This design comes from an exercise in tuning for small area and few clock cycles per item on the open sky130 flow, not from production work.
Only simulation tests tie the RTL to the original design; equivalence was not proved.

==> inputs of fjord <==
==> flow/design.v <==
package apb_pkg;
  localparam int unsigned DATA_W   = 8;
  localparam int unsigned MAX_WAIT = 15;
  localparam int unsigned CTR_W    = $clog2(MAX_WAIT + 1);
  typedef enum logic [1:0] {
    ST_IDLE   = 2'd0,
    ST_SETUP  = 2'd1,
    ST_ACCESS = 2'd2
  } apb_state_e;
endpackage
module apb_wait_ctr (
  input  logic             clk,
  input  logic             rst_n,
  input  logic             load,
  input  logic [apb_pkg::CTR_W-1:0] load_val,
  input  logic             dec,
  output logic             zero_c,
  output logic             last_c
);
  logic [apb_pkg::CTR_W-1:0] count;
  always_ff @(posedge clk) begin
    if (!rst_n) begin
      count <= '0;
    end else if (load) begin
      count <= load_val;
    end else if (dec && (count != '0)) begin
      count <= count - apb_pkg::CTR_W'(1);
    end
  end
  assign zero_c = (count == '0);
  assign last_c = (count == apb_pkg::CTR_W'(1));
endmodule
module apb_completer_mem #(
  parameter int unsigned ADDR_W      = 9,
  parameter int unsigned DEPTH       = 256,
  parameter int unsigned WAIT_STATES = 0
) (
  input  logic              PCLK,
  input  logic              PRESETn,
  input  logic              PSEL,
  input  logic              PENABLE,
  input  logic              PWRITE,
  input  logic [ADDR_W-1:0] PADDR,
  input  logic [apb_pkg::DATA_W-1:0] PWDATA,
  output logic [apb_pkg::DATA_W-1:0] PRDATA,
  output logic              PREADY,
  output logic              PSLVERR
);
  localparam int unsigned IDX_W = $clog2(DEPTH);
  logic [apb_pkg::DATA_W-1:0] mem [DEPTH];
  logic                       oor_c;
  logic                       wr_c;
  logic [apb_pkg::DATA_W-1:0] wd_c;
  assign oor_c = ({1'b0, PADDR} >= (ADDR_W + 1)'(DEPTH));
  assign wr_c = PSEL && PENABLE && PWRITE && !oor_c;
  assign wd_c = PRESETn ? PWDATA : '0;
  logic [15:0] row_c, col_c, wrow_c, wcol_c;
  logic [DEPTH-1:0] we_c;
  logic [apb_pkg::DATA_W-1:0] rowd_c [16];
  logic [apb_pkg::DATA_W-1:0] rd_c;
  always_comb begin
    for (int unsigned j = 0; j < 16; j++) begin
      row_c[j]  = (PADDR[7:4] == 4'(j));
      col_c[j]  = (PADDR[3:0] == 4'(j));
      wrow_c[j] = !PRESETn || (wr_c && row_c[j]);
      wcol_c[j] = !PRESETn || col_c[j];
    end
    for (int unsigned i = 0; i < DEPTH; i++) begin
      we_c[i] = wrow_c[i / 16] && wcol_c[i % 16];
    end
  end
  always_ff @(posedge PCLK) begin
    for (int unsigned i = 0; i < DEPTH; i++) begin
      if (we_c[i]) begin
        mem[i] <= wd_c;
      end
    end
  end
  always_comb begin
    rd_c = '0;
    for (int unsigned j = 0; j < 16; j++) begin
      rowd_c[j] = '0;
      for (int unsigned k = 0; k < 16; k++) begin
        rowd_c[j] = rowd_c[j] | (mem[16 * j + k] & {apb_pkg::DATA_W{col_c[k]}});
      end
      rd_c = rd_c | (rowd_c[j] & {apb_pkg::DATA_W{row_c[j]}});
    end
  end
  always_ff @(posedge PCLK) begin
    PRDATA <= oor_c ? '0 : rd_c;
  end
  assign PREADY  = PSEL && PENABLE;
  assign PSLVERR = oor_c;
endmodule
==> flow/run.sh <==
#!/bin/bash
# synth_recipe.tcl (not shown) runs the flow's synth.tcl, then flattens the netlist and writes it again
# the make line also repeats each setting of config.mk as NAME=value (left out here)
make -C /OpenROAD-flow-scripts/flow DESIGN_CONFIG=/design/flow/config.mk WORK_HOME=/design/flow/orfs CLKGATE_MAP_FILE= SYNTH_SCRIPT=/design/flow/synth_recipe.tcl finish
==> flow/config.mk <==
export PLATFORM = sky130hd
export DESIGN_NAME = apb_completer_mem
export DESIGN_NICKNAME = apb_completer_mem
export VERILOG_FILES = /design/flow/design.v
export SDC_FILE = /design/flow/constraint.sdc
export NUM_CORES = 4
export LEC_CHECK = 0
export CAP_MARGIN = 20
export CORE_MARGIN = 2
export CORE_UTILIZATION = 65
export CTS_CLUSTER_DIAMETER = 80
export CTS_CLUSTER_SIZE = 30
export SLEW_MARGIN = 20
==> flow/constraint.sdc <==
create_clock -name core_clock -period 5.0 [get_ports {PCLK}]
set_input_delay 1.0000 -clock core_clock [delete_from_list [all_inputs] [get_ports {PCLK}]]
set_output_delay 1.0000 -clock core_clock [all_outputs]
set_load 0.01 [all_outputs]
==> indigo: changes against fjord <==
--- a/flow/design.v
+++ b/flow/design.v
@@ -47,29 +47,27 @@
   output logic              PSLVERR
 );
-  localparam int unsigned IDX_W = $clog2(DEPTH);
-  logic [apb_pkg::DATA_W-1:0] mem [DEPTH];
-  logic                       oor_c;
-  logic                       wr_c;
-  logic [apb_pkg::DATA_W-1:0] wd_c;
-  assign oor_c = ({1'b0, PADDR} >= (ADDR_W + 1)'(DEPTH));
+  localparam int unsigned DW = apb_pkg::DATA_W;
+  logic [DW-1:0] mem [256];
+  logic          oor_c;
+  logic          wr_c;
+  logic [DW-1:0] wd_c;
+  assign oor_c = PADDR[8];
   assign wr_c = PSEL && PENABLE && PWRITE && !oor_c;
   assign wd_c = PRESETn ? PWDATA : '0;
-  logic [15:0] row_c, col_c, wrow_c, wcol_c;
-  logic [DEPTH-1:0] we_c;
-  logic [apb_pkg::DATA_W-1:0] rowd_c [16];
-  logic [apb_pkg::DATA_W-1:0] rd_c;
+  logic [15:0] row_c, col_c, wrow_n, wcol_n;
+  logic [255:0] we_c;
   always_comb begin
     for (int unsigned j = 0; j < 16; j++) begin
       row_c[j]  = (PADDR[7:4] == 4'(j));
       col_c[j]  = (PADDR[3:0] == 4'(j));
-      wrow_c[j] = !PRESETn || (wr_c && row_c[j]);
-      wcol_c[j] = !PRESETn || col_c[j];
-    end
-    for (int unsigned i = 0; i < DEPTH; i++) begin
-      we_c[i] = wrow_c[i / 16] && wcol_c[i % 16];
+      wrow_n[j] = PRESETn && !(wr_c && row_c[j]);
+      wcol_n[j] = PRESETn && !col_c[j];
     end
   end
+  for (genvar i = 0; i < 256; i++) begin : g_we
+    apb_nor2 u_we (.a(wrow_n[i / 16]), .b(wcol_n[i % 16]), .y(we_c[i]));
+  end
   always_ff @(posedge PCLK) begin
-    for (int unsigned i = 0; i < DEPTH; i++) begin
+    for (int unsigned i = 0; i < 256; i++) begin
       if (we_c[i]) begin
         mem[i] <= wd_c;
@@ -77,18 +75,78 @@
     end
   end
-  always_comb begin
-    rd_c = '0;
-    for (int unsigned j = 0; j < 16; j++) begin
-      rowd_c[j] = '0;
-      for (int unsigned k = 0; k < 16; k++) begin
-        rowd_c[j] = rowd_c[j] | (mem[16 * j + k] & {apb_pkg::DATA_W{col_c[k]}});
+  logic [DW-1:0] rh0_c [16];
+  logic [DW-1:0] rh1_c [16];
+  logic [DW-1:0] rsel_n [16];
+  logic [DW-1:0] rq_c [4];
+  logic [DW-1:0] rd_n;
+  logic [DW-1:0] rd_c;
+  for (genvar j = 0; j < 16; j++) begin : g_row
+    for (genvar b = 0; b < DW; b++) begin : g_bit
+      logic [5:0] t_n;
+      for (genvar t = 0; t < 5; t++) begin : g_t
+        apb_aoi222 u_t (.a0(mem[16*j+3*t][b]),   .a1(col_c[3*t]),
+                        .b0(mem[16*j+3*t+1][b]), .b1(col_c[3*t+1]),
+                        .c0(mem[16*j+3*t+2][b]), .c1(col_c[3*t+2]), .y(t_n[t]));
       end
-      rd_c = rd_c | (rowd_c[j] & {apb_pkg::DATA_W{row_c[j]}});
+      apb_nand2  u_t5 (.a(mem[16*j+15][b]), .b(col_c[15]), .y(t_n[5]));
+      apb_nand3  u_h0 (.a(t_n[0]), .b(t_n[1]), .c(t_n[2]), .y(rh0_c[j][b]));
+      apb_nand3  u_h1 (.a(t_n[3]), .b(t_n[4]), .c(t_n[5]), .y(rh1_c[j][b]));
+      apb_oai21  u_s  (.a0(rh0_c[j][b]), .a1(rh1_c[j][b]), .b(row_c[j]), .y(rsel_n[j][b]));
     end
   end
+  for (genvar b = 0; b < DW; b++) begin : g_out
+    for (genvar q = 0; q < 4; q++) begin : g_q
+      apb_nand4 u_q (.a(rsel_n[4*q][b]), .b(rsel_n[4*q+1][b]), .c(rsel_n[4*q+2][b]),
+                     .d(rsel_n[4*q+3][b]), .y(rq_c[q][b]));
+    end
+    apb_nor4 u_o (.a(rq_c[0][b]), .b(rq_c[1][b]), .c(rq_c[2][b]), .d(rq_c[3][b]), .y(rd_n[b]));
+    apb_nor2 u_z (.a(rd_n[b]), .b(oor_c), .y(rd_c[b]));
+  end
   always_ff @(posedge PCLK) begin
-    PRDATA <= oor_c ? '0 : rd_c;
+    PRDATA <= rd_c;
   end
   assign PREADY  = PSEL && PENABLE;
   assign PSLVERR = oor_c;
 endmodule
+module apb_aoi222 (
+  input  logic a0, a1, b0, b1, c0, c1,
+  output logic y
+);
+  assign y = !((a0 && a1) || (b0 && b1) || (c0 && c1));
+endmodule
+module apb_nand2 (
+  input  logic a, b,
+  output logic y
+);
+  assign y = !(a && b);
+endmodule
+module apb_oai21 (
+  input  logic a0, a1, b,
+  output logic y
+);
+  assign y = !((a0 || a1) && b);
+endmodule
+module apb_nand3 (
+  input  logic a, b, c,
+  output logic y
+);
+  assign y = !(a && b && c);
+endmodule
+module apb_nand4 (
+  input  logic a, b, c, d,
+  output logic y
+);
+  assign y = !(a && b && c && d);
+endmodule
+module apb_nor4 (
+  input  logic a, b, c, d,
+  output logic y
+);
+  assign y = !(a || b || c || d);
+endmodule
+module apb_nor2 (
+  input  logic a, b,
+  output logic y
+);
+  assign y = !(a || b);
+endmodule
Settings changed: CORE_UTILIZATION 65 to 75, SYNTH_HIERARCHICAL from default to 1, SYNTH_MINIMUM_KEEP_SIZE from default to 0.
==> out/metrics.yaml <==
worst-path-max-fanout: 51
power_leakage_nw: 24.3
synth_seq_area_share_pct: 84.9
required_ns: 5.65
status: "no timing/DRC/antenna violations"
rows: 114
cp_num_cells: 11
# the run above: indigo

==> out/metrics.yaml <==
status: "no timing/DRC/antenna violations"
cp_num_cells: 10
worst-path-max-fanout: 22
power_leakage_nw: 25.1
synth_ff_type: "edfxtp_1"
required_ns: 5.59
synth_seq_area_share_pct: 80.6
# the run above: fjord

Testbench counts of fjord, summed over its fixed seeds: cycles 24,576, items 12,288.
Testbench counts of indigo, summed over its fixed seeds: cycles 24,576, items 12,288.

afterwards: timing with drivers on the ports:
Ports are ideal in the flow. The routed layouts listed here were re-timed in OpenROAD. Step 1, drivers: a clkbuf_16 drives PCLK and a buf_2 each remaining input, both assumed. Step 2, shift: input delay + t, output delay - t, t = (earliest + latest rising clock arrival at the registers) / 2. This alone moves slack from input paths to output paths. a / b / c = ideal ports / drivers / drivers and shift; a / b = the first two.
| run | shift t [ns] | setup WS [ns] | worst data-port slew with drivers (ns) |
|---|---|---|---|
| fjord | 0.794 | 0.729 / 0.778 / -0.016 | 0.18 |
| indigo | 0.770 | 0.531 / 0.584 / -0.186 | 0.10 |
With both steps, setup timing fails in fjord and indigo, where it was met with ideal ports. For fjord, which loses most, drivers alone change the setup slack by +0.049 ns; drivers and shift together by -0.745 ns.
